What follows belongs to an exercise in optimizing a design on an open flow for small area; a production flow would make more cautious choices. RTL that was checked went through simulation tests only; none was proved equivalent to the original. Power is estimated from default activity; no workload was simulated.

==> wip/ember <==
==> flow/design.v (excerpt) <==
module bus_sniffer (
  input  logic                clk_i,
  input  logic                rst_ni,
  input  logic                instr_req_i,
  input  sniffer_pkg::addr_t  instr_addr_i,
  input  sniffer_pkg::data_t  instr_wdata_i,
  input  sniffer_pkg::be_t    instr_be_i,
  input  logic                instr_we_i,
  input  logic                instr_rvalid_i,
  input  sniffer_pkg::data_t  instr_rdata_i,
  input  logic                instr_gnt_i,
  input  logic                data_req_i,
  input  sniffer_pkg::addr_t  data_addr_i,
  input  sniffer_pkg::data_t  data_wdata_i,
  input  sniffer_pkg::be_t    data_be_i,
  input  logic                data_we_i,
  input  logic                data_rvalid_i,
  input  sniffer_pkg::data_t  data_rdata_i,
  input  logic                data_gnt_i,
  output logic                sniffer_tdo_o,
  output logic                sniffer_valid_o
);
  logic   push;
  sniffer_pkg::entry_t cap_entry;
  ...
==> module event_capture, before the edit <==
module event_capture (
  input  logic                clk_i,
  input  logic                rst_ni,
  input  logic                instr_req_i,
  input  sniffer_pkg::addr_t  instr_addr_i,
  input  sniffer_pkg::data_t  instr_wdata_i,
  input  sniffer_pkg::be_t    instr_be_i,
  input  logic                instr_we_i,
  input  logic                instr_rvalid_i,
  input  sniffer_pkg::data_t  instr_rdata_i,
  input  logic                instr_gnt_i,
  input  logic                data_req_i,
  input  sniffer_pkg::addr_t  data_addr_i,
  input  sniffer_pkg::data_t  data_wdata_i,
  input  sniffer_pkg::be_t    data_be_i,
  input  logic                data_we_i,
  input  logic                data_rvalid_i,
  input  sniffer_pkg::data_t  data_rdata_i,
  input  logic                data_gnt_i,
  output logic                push_o,
  output sniffer_pkg::entry_t entry_o,
  output sniffer_pkg::ts_t    ts_o       
);
  sniffer_pkg::ts_t ts_q;
  always_ff @(posedge clk_i or negedge rst_ni) begin
    if (!rst_ni) begin
      ts_q <= '0;
    end else begin
      ts_q <= ts_q + sniffer_pkg::ts_t'(1);   
    end
  end
  assign ts_o = ts_q;
  always_comb begin
    push_o         = instr_req_i | instr_rvalid_i | data_req_i | data_rvalid_i;
    entry_o.req    = instr_req_i | (!instr_rvalid_i & data_req_i);
    entry_o.id1    = !instr_req_i & (instr_rvalid_i | data_req_i);
    entry_o.be     = instr_req_i ? instr_be_i : data_be_i;
    entry_o.addr   = instr_req_i ? instr_addr_i : data_addr_i;
    entry_o.ts_lo  = ts_q[12-1:0];
    if (instr_req_i) begin
      entry_o.we_gnt = instr_we_i;
      entry_o.data   = instr_wdata_i;
    end else if (instr_rvalid_i) begin
      entry_o.we_gnt = instr_gnt_i;
      entry_o.data   = instr_rdata_i;
    end else if (data_req_i) begin
      entry_o.we_gnt = data_we_i;
      entry_o.data   = data_wdata_i;
    end else begin
      entry_o.we_gnt = data_gnt_i;
      entry_o.data   = data_rdata_i;
    end
  end
endmodule
==> module frame_fifo, before the edit <==
module frame_fifo #(
  parameter int Depth = 16
) (
  input  logic                clk_i,
  input  logic                rst_ni,
  input  logic                push_i,
  input  sniffer_pkg::entry_t entry_i,
  input  logic                pop_i,       
  input  logic                release_i,   
  input  logic                release_next_i,   
  output sniffer_pkg::entry_t head_o,      
  output logic                empty_o
);
  localparam int Slots = Depth + 1;
  localparam int W     = sniffer_pkg::EntryW;
  localparam int CntW  = $clog2(Depth) + 1;
  logic [CntW-1:0]  count_q;   
  logic             full;
  logic             push_ok;
  logic [Slots-1:0] valid_q;   
  logic [Slots-1:0] load;      
  logic [Slots-1:0] valid_in;  
  logic [Slots-1:0] valid_d;
  logic [Slots-1:0] stuck_d;   
  logic [Slots-1:0] keep_q;    
  logic [Slots-1:0][W-1:0] slot_q;
  logic [Slots-1:0][W-1:0] slot_in;
  assign full    = (count_q == CntW'(Depth));
  assign push_ok = push_i && !full;
  assign empty_o = (count_q == '0);
  always_ff @(posedge clk_i or negedge rst_ni) begin
    if (!rst_ni) begin
      count_q <= '0;
    end else begin
      case ({push_ok, pop_i})
        2'b10:   count_q <= count_q + 1'b1;
        2'b01:   count_q <= count_q - 1'b1;
        default: count_q <= count_q;   
      endcase
    end
  end
  always_comb begin
    load[Slots-1] = !valid_q[Slots-1] || release_i;
    for (int k = Slots - 2; k >= 0; k--) begin
      load[k] = !valid_q[k] || load[k+1];
    end
  end
  assign valid_in = {valid_q[Slots-2:0], push_ok};
  assign slot_in  = {slot_q[Slots-2:0], entry_i};
  always_comb begin
    for (int k = 0; k < Slots; k++) begin
      valid_d[k] = load[k] ? valid_in[k] : valid_q[k];
    end
    stuck_d[Slots-1] = valid_d[Slots-1] && !release_next_i;
    for (int k = Slots - 2; k >= 0; k--) begin
      stuck_d[k] = valid_d[k] && stuck_d[k+1];
    end
  end
  always_ff @(posedge clk_i or negedge rst_ni) begin
    if (!rst_ni) begin
      valid_q <= '0;
      keep_q  <= '0;
    end else begin
      valid_q <= valid_d;
      keep_q  <= stuck_d;
    end
  end
  for (genvar k = 0; k < Slots; k++) begin : g_slot
    always_ff @(posedge clk_i) begin
      slot_q[k] <= ({W{load[k]}} & slot_in[k]) | ({W{keep_q[k]}} & slot_q[k]);
    end
  end
  assign head_o = slot_q[Slots-1];
endmodule
==> module frame_serializer, before the edit <==
module frame_serializer (
  input  logic                clk_i,
  input  logic                rst_ni,
  input  logic                empty_i,
  input  sniffer_pkg::entry_t entry_i,     
  input  sniffer_pkg::ts_t    ts_i,        
  output logic                pop_o,
  output logic                release_o,   
  output logic                release_next_o,   
  output logic                sniffer_tdo_o,
  output logic                sniffer_valid_o
);
  localparam int CntW  = $clog2(128);
  localparam int LoW   = 12;
  localparam int HiW   = 32 - LoW;
  localparam int HiPos = 88 + LoW;   
  logic            busy_q;      
  logic [CntW-1:0] bit_cnt_q;   
  logic            tdo_q;
  logic            valid_q;
  logic            wrapped;
  logic            lo_wrap;
  logic            hi_win;
  logic            borrow_q;    
  logic            ones_q;      
  logic [128-1:0] frame;
  logic            mask;
  logic            frame_bit;
  function automatic logic below(input logic [LoW-1:0] a, input logic [LoW-1:0] b);
    logic lt;
    lt = 1'b0;
    for (int i = 0; i < LoW; i++) begin
      lt = (a[i] ^ b[i]) ? b[i] : lt;
    end
    below = lt;
  endfunction
  assign pop_o     = !busy_q && !empty_i;   
  assign release_o = busy_q && (bit_cnt_q == CntW'(122));   
  assign release_next_o = busy_q && (bit_cnt_q == CntW'(121));
  assign wrapped = below(ts_i[LoW-1:0], entry_i.ts_lo);
  assign lo_wrap = &ts_i[LoW-1:0];   
  assign hi_win  = (bit_cnt_q >= CntW'(HiPos)) && (bit_cnt_q < CntW'(HiPos + HiW));
  always_ff @(posedge clk_i) begin
    if (!hi_win) begin
      borrow_q <= lo_wrap || wrapped;
      ones_q   <= 1'b1;
    end else begin
      borrow_q <= lo_wrap ? (ones_q && frame_bit) : (borrow_q && !frame_bit);
      ones_q   <= ones_q && frame_bit;
    end
  end
  assign frame = {5'b0, !(entry_i.req || entry_i.id1), entry_i.id1, entry_i.req,
                  ts_i[32-1:LoW], entry_i.ts_lo,
                  entry_i.addr,
                  entry_i.data,
                  entry_i.be,
                  entry_i.req && entry_i.we_gnt,
                  1'b1,
                  entry_i.req || entry_i.we_gnt,
                  17'b0};
  assign mask = !entry_i.req &&
                ((bit_cnt_q >= CntW'(20) && bit_cnt_q < CntW'(24)) ||
                 (bit_cnt_q >= CntW'(56) && bit_cnt_q < CntW'(88)));
  logic [31:0] sel1;
  logic [7:0]  sel2;
  logic [1:0]  sel3;
  always_comb begin
    for (int g = 0; g < 32; g++) sel1[g] = frame[4*g + bit_cnt_q[1:0]];
    for (int g = 0; g < 8; g++)  sel2[g] = sel1[4*g + bit_cnt_q[3:2]];
    for (int g = 0; g < 2; g++)  sel3[g] = sel2[4*g + bit_cnt_q[5:4]];
  end
  assign frame_bit = sel3[bit_cnt_q[6]];
  always_ff @(posedge clk_i or negedge rst_ni) begin
    if (!rst_ni) begin
      busy_q  <= 1'b0;
      tdo_q   <= 1'b0;
      valid_q <= 1'b0;
    end else begin
      if (pop_o) begin
        busy_q <= 1'b1;
      end else if (bit_cnt_q == CntW'(128 - 1)) begin
        busy_q <= 1'b0;
      end
      tdo_q   <= busy_q && ((frame_bit && !mask) ^ (hi_win && borrow_q));   
      valid_q <= busy_q;
    end
  end
  always_ff @(posedge clk_i) begin
    if (busy_q) begin
      bit_cnt_q <= bit_cnt_q + 1'b1;   
    end else begin
      bit_cnt_q <= '0;
    end
  end
  assign sniffer_tdo_o   = tdo_q;
  assign sniffer_valid_o = valid_q;
endmodule
Settings: LEC_CHECK=0, CAP_MARGIN=20, CORE_MARGIN=2, CORE_UTILIZATION=65, CTS_BUF_LIST=sky130_fd_sc_hd__clkbuf_4 sky130_fd_sc_hd__clkbuf_8, CTS_CLUSTER_DIAMETER=60, CTS_CLUSTER_SIZE=20, PLACE_DENSITY=0.75, SLEW_MARGIN=20; clock period 5.0 ns.
standard.sh (not shown) runs the stock make flow with config.mk's settings and CLKGATE_MAP_FILE= SYNTH_SCRIPT=/design/flow/synth_recipe.tcl, a recipe that flattens the netlist after the stock synthesis.
==> flow/flow/run.sh <==
#!/bin/bash
# The standard layout (the standard.sh: standard synthesis, floorplan,
# power grid, placement, CTS, routing), with options the flow settings
# cannot reach:
#  - port buffers are the smallest buffer, buf_1, instead of the delay cell
#    buffer_ports picks by default (every port still gets its own buffer)
#  - CTS (same clustering and buffers as config.mk's CTS settings) without
#    dummy loads; the tree is still an H-tree balanced by CTS
# Each tool's output goes to the ORFS logs under orfs/logs/; make's own
# output is kept in flow_make.log here.
set -euo pipefail
cd "$(dirname "$0")/.."
export CTS_ARGS="-sink_clustering_enable -repair_clock_nets -dont_use_dummy_load -sink_clustering_size 20 -sink_clustering_max_diameter 60 -buf_list {sky130_fd_sc_hd__clkbuf_4 sky130_fd_sc_hd__clkbuf_8}"
export BUFFER_PORTS_ARGS="-buffer_cell sky130_fd_sc_hd__buf_1"
bash standard.sh finish > flow_make.log 2>&1
==> wip/fjord (differences from wip/ember) <==
--- a/flow/design.v
+++ b/flow/design.v
@@ -57,6 +57,7 @@
   output sniffer_pkg::ts_t    ts_o       
 );
   sniffer_pkg::ts_t ts_q;
+  logic win_ir, win_iv, win_dr, win_dv;
   always_ff @(posedge clk_i or negedge rst_ni) begin
     if (!rst_ni) begin
       ts_q <= '0;
@@ -69,22 +70,19 @@
     push_o         = instr_req_i | instr_rvalid_i | data_req_i | data_rvalid_i;
     entry_o.req    = instr_req_i | (!instr_rvalid_i & data_req_i);
     entry_o.id1    = !instr_req_i & (instr_rvalid_i | data_req_i);
+    win_ir = instr_req_i;
+    win_iv = !instr_req_i && instr_rvalid_i;
+    win_dr = !instr_req_i && !instr_rvalid_i && data_req_i;
+    win_dv = !instr_req_i && !instr_rvalid_i && !data_req_i;   
     entry_o.be     = instr_req_i ? instr_be_i : data_be_i;
     entry_o.addr   = instr_req_i ? instr_addr_i : data_addr_i;
     entry_o.ts_lo  = ts_q[12-1:0];
-    if (instr_req_i) begin
-      entry_o.we_gnt = instr_we_i;
-      entry_o.data   = instr_wdata_i;
-    end else if (instr_rvalid_i) begin
-      entry_o.we_gnt = instr_gnt_i;
-      entry_o.data   = instr_rdata_i;
-    end else if (data_req_i) begin
-      entry_o.we_gnt = data_we_i;
-      entry_o.data   = data_wdata_i;
-    end else begin
-      entry_o.we_gnt = data_gnt_i;
-      entry_o.data   = data_rdata_i;
-    end
+    entry_o.we_gnt = (win_ir & instr_we_i) | (win_iv & instr_gnt_i) |
+                     (win_dr & data_we_i) | (win_dv & data_gnt_i);
+    entry_o.data   = ({32{win_ir}} & instr_wdata_i) |
+                     ({32{win_iv}} & instr_rdata_i) |
+                     ({32{win_dr}} & data_wdata_i) |
+                     ({32{win_dv}} & data_rdata_i);
   end
 endmodule
 module frame_fifo #(
--- a/flow/config.mk
+++ b/flow/config.mk
@@ -7,7 +7,7 @@
 export LEC_CHECK = 0
 export CAP_MARGIN = 20
 export CORE_MARGIN = 2
-export CORE_UTILIZATION = 65
+export CORE_UTILIZATION = 55
 export CTS_BUF_LIST = sky130_fd_sc_hd__clkbuf_4 sky130_fd_sc_hd__clkbuf_8
 export CTS_CLUSTER_DIAMETER = 60
 export CTS_CLUSTER_SIZE = 20
==> wip/sierra (differences from wip/ember) <==
--- a/flow/design.v
+++ b/flow/design.v
@@ -57,6 +57,7 @@
   output sniffer_pkg::ts_t    ts_o       
 );
   sniffer_pkg::ts_t ts_q;
+  logic win_ir, win_iv, win_dr, win_dv;
   always_ff @(posedge clk_i or negedge rst_ni) begin
     if (!rst_ni) begin
       ts_q <= '0;
@@ -69,22 +70,19 @@
     push_o         = instr_req_i | instr_rvalid_i | data_req_i | data_rvalid_i;
     entry_o.req    = instr_req_i | (!instr_rvalid_i & data_req_i);
     entry_o.id1    = !instr_req_i & (instr_rvalid_i | data_req_i);
+    win_ir = instr_req_i;
+    win_iv = !instr_req_i && instr_rvalid_i;
+    win_dr = !instr_req_i && !instr_rvalid_i && data_req_i;
+    win_dv = !instr_req_i && !instr_rvalid_i && !data_req_i;   
     entry_o.be     = instr_req_i ? instr_be_i : data_be_i;
     entry_o.addr   = instr_req_i ? instr_addr_i : data_addr_i;
     entry_o.ts_lo  = ts_q[12-1:0];
-    if (instr_req_i) begin
-      entry_o.we_gnt = instr_we_i;
-      entry_o.data   = instr_wdata_i;
-    end else if (instr_rvalid_i) begin
-      entry_o.we_gnt = instr_gnt_i;
-      entry_o.data   = instr_rdata_i;
-    end else if (data_req_i) begin
-      entry_o.we_gnt = data_we_i;
-      entry_o.data   = data_wdata_i;
-    end else begin
-      entry_o.we_gnt = data_gnt_i;
-      entry_o.data   = data_rdata_i;
-    end
+    entry_o.we_gnt = (win_ir & instr_we_i) | (win_iv & instr_gnt_i) |
+                     (win_dr & data_we_i) | (win_dv & data_gnt_i);
+    entry_o.data   = ({32{win_ir}} & instr_wdata_i) |
+                     ({32{win_iv}} & instr_rdata_i) |
+                     ({32{win_dr}} & data_wdata_i) |
+                     ({32{win_dv}} & data_rdata_i);
   end
 endmodule
 module frame_fifo #(
@@ -111,7 +109,7 @@
   logic [Slots-1:0] valid_in;  
   logic [Slots-1:0] valid_d;
   logic [Slots-1:0] stuck_d;   
-  logic [Slots-1:0] keep_q;    
+  logic [Slots-1:0] load_q;    
   logic [Slots-1:0][W-1:0] slot_q;
   logic [Slots-1:0][W-1:0] slot_in;
   assign full    = (count_q == CntW'(Depth));
@@ -148,15 +146,17 @@
   always_ff @(posedge clk_i or negedge rst_ni) begin
     if (!rst_ni) begin
       valid_q <= '0;
-      keep_q  <= '0;
+      load_q  <= '1;
     end else begin
       valid_q <= valid_d;
-      keep_q  <= stuck_d;
+      load_q  <= ~stuck_d;
     end
   end
   for (genvar k = 0; k < Slots; k++) begin : g_slot
     always_ff @(posedge clk_i) begin
-      slot_q[k] <= ({W{load[k]}} & slot_in[k]) | ({W{keep_q[k]}} & slot_q[k]);
+      slot_q[k][W-1:1] <= ~(({(W-1){!load[k]}} | slot_in[k][W-1:1]) &
+                            ({(W-1){load_q[k]}} | slot_q[k][W-1:1]));
+      slot_q[k][0]     <= (!load[k] | slot_in[k][0]) & (load_q[k] | slot_q[k][0]);
     end
   end
   assign head_o = slot_q[Slots-1];
@@ -188,6 +188,12 @@
   logic            ones_q;      
   logic [128-1:0] frame;
   logic            mask;
+  logic            inv_i;       
+  logic            stored;      
+  logic            req;         
+  logic            id1;
+  logic            we_gnt;
+  logic [LoW-1:0]  ts_lo;
   logic            frame_bit;
   function automatic logic below(input logic [LoW-1:0] a, input logic [LoW-1:0] b);
     logic lt;
@@ -200,7 +206,12 @@
   assign pop_o     = !busy_q && !empty_i;   
   assign release_o = busy_q && (bit_cnt_q == CntW'(122));   
   assign release_next_o = busy_q && (bit_cnt_q == CntW'(121));
-  assign wrapped = below(ts_i[LoW-1:0], entry_i.ts_lo);
+  assign inv_i   = ts_i[0] ^ entry_i.ts_lo[0];
+  assign req     = entry_i.req ^ inv_i;
+  assign id1     = entry_i.id1 ^ inv_i;
+  assign we_gnt  = entry_i.we_gnt ^ inv_i;
+  assign ts_lo   = {entry_i.ts_lo[LoW-1:1] ^ {(LoW-1){inv_i}}, entry_i.ts_lo[0]};
+  assign wrapped = below(ts_i[LoW-1:0], ts_lo);
   assign lo_wrap = &ts_i[LoW-1:0];   
   assign hi_win  = (bit_cnt_q >= CntW'(HiPos)) && (bit_cnt_q < CntW'(HiPos + HiW));
   always_ff @(posedge clk_i) begin
@@ -212,16 +223,18 @@
       ones_q   <= ones_q && frame_bit;
     end
   end
-  assign frame = {5'b0, !(entry_i.req || entry_i.id1), entry_i.id1, entry_i.req,
+  assign frame = {5'b0, !(req || id1), id1, req,
                   ts_i[32-1:LoW], entry_i.ts_lo,
                   entry_i.addr,
                   entry_i.data,
                   entry_i.be,
-                  entry_i.req && entry_i.we_gnt,
+                  req && we_gnt,
                   1'b1,
-                  entry_i.req || entry_i.we_gnt,
+                  req || we_gnt,
                   17'b0};
-  assign mask = !entry_i.req &&
+  assign stored = (bit_cnt_q >= CntW'(20)) && (bit_cnt_q < CntW'(88)) ||
+                  (bit_cnt_q > CntW'(88)) && (bit_cnt_q < CntW'(HiPos));
+  assign mask = !req &&
                 ((bit_cnt_q >= CntW'(20) && bit_cnt_q < CntW'(24)) ||
                  (bit_cnt_q >= CntW'(56) && bit_cnt_q < CntW'(88)));
   logic [31:0] sel1;
@@ -244,7 +257,7 @@
       end else if (bit_cnt_q == CntW'(128 - 1)) begin
         busy_q <= 1'b0;
       end
-      tdo_q   <= busy_q && ((frame_bit && !mask) ^ (hi_win && borrow_q));   
+      tdo_q   <= busy_q && (((frame_bit ^ (stored && inv_i)) && !mask) ^ (hi_win && borrow_q));
       valid_q <= busy_q;
     end
   end
--- a/flow/config.mk
+++ b/flow/config.mk
@@ -7,9 +7,9 @@
 export LEC_CHECK = 0
 export CAP_MARGIN = 20
 export CORE_MARGIN = 2
-export CORE_UTILIZATION = 65
+export CORE_UTILIZATION = 72
 export CTS_BUF_LIST = sky130_fd_sc_hd__clkbuf_4 sky130_fd_sc_hd__clkbuf_8
 export CTS_CLUSTER_DIAMETER = 60
 export CTS_CLUSTER_SIZE = 20
-export PLACE_DENSITY = 0.75
+export PLACE_DENSITY = 0.8
 export SLEW_MARGIN = 20
==> out/results.txt <==
Multi-input logic area: 16300 um^2
Crit path buf inv count: 1
First-pass GRT wire length: 141000 um
Non-CTS buffers: 275
Crit path launch: u_serializer.bit_cnt_q[4]
Met2 wire length: 36400 um
Crit Path Max Fanout: 85
Syn nets: 4111
Die X-Extent: 299 um
Outcome: complete, no violations
Die footprint: 89600 um^2
CTS buffer count: 91
GR Util met2: 0.285
[end of results for wip/fjord]
==> out/results.txt <==
Crit path launch: u_serializer.bit_cnt_q[2]
GR Util met2: 0.425
Outcome: complete, no violations
Die X-Extent: 253 um
Die footprint: 64200 um^2
Crit Path Max Fanout: 40
Multi-input logic area: 12900 um^2
Met2 wire length: 39100 um
CP arrival: 4.50 ns
Non-CTS buffers: 257
[end of results for wip/sierra]
==> out/results.txt <==
Outcome: complete, no violations
Met2 wire length: 36300 um
Crit path buf inv count: 2
Leak Pwr: 0.0202 uW
P per Cell Area: 569 nW/um^2
Starting Density: 0.658
Die height: 276 um
Kind of end point of the critical path: register
GR Util met2: 0.340
Die X-Extent: 276 um
Die footprint: 76300 um^2
Logic power comb: 5060 uW
Non-CTS buffers: 258
First-pass GRT wire length: 139000 um
Crit Path Max Fanout: 72
Crit path launch: u_serializer.bit_cnt_q[2]
CTS buffer count: 88
Count of flip-flops and latches: 1494
Multi-input logic area: 16400 um^2
[end of results for wip/ember]
Only the layout flow was run in wip/ember; the RTL was not checked for function there.

==> what the ideal ports hide <==
No port has a modelled driver above. Below, the same layouts with a new extraction and two added sets of constraints. Step 1 assumes that a clkbuf_16 drives the clock port and a buf_2 every other input. Step 2 times the ports against the registers' clock, not the clock port: input delays grow and output delays shrink by t, the midpoint of the rising clock arrivals with the driver on. Three values: ideal, step 1, step 2; two values: the first two.
run	t (ns)	setup slack, ns	clock arrival spread, ns	slew at the worst register clock pin (ns)	worst data-port slew with drivers (ns)
wip/ember	0.738	1.635 / 1.635 / 1.474	0.062 / 0.062	0.12 / 0.12	0.06
wip/fjord	0.740	1.344 / 1.344 / 1.344	0.089 / 0.089	0.11 / 0.11	0.06
wip/sierra	0.756	1.079 / 1.079 / 1.079	0.075 / 0.075	0.12 / 0.12	0.12
After both steps setup and hold are still met in every run listed. The setup slack of wip/ember, which loses most, moves by 0.000 ns with the drivers and by -0.161 ns with both steps.
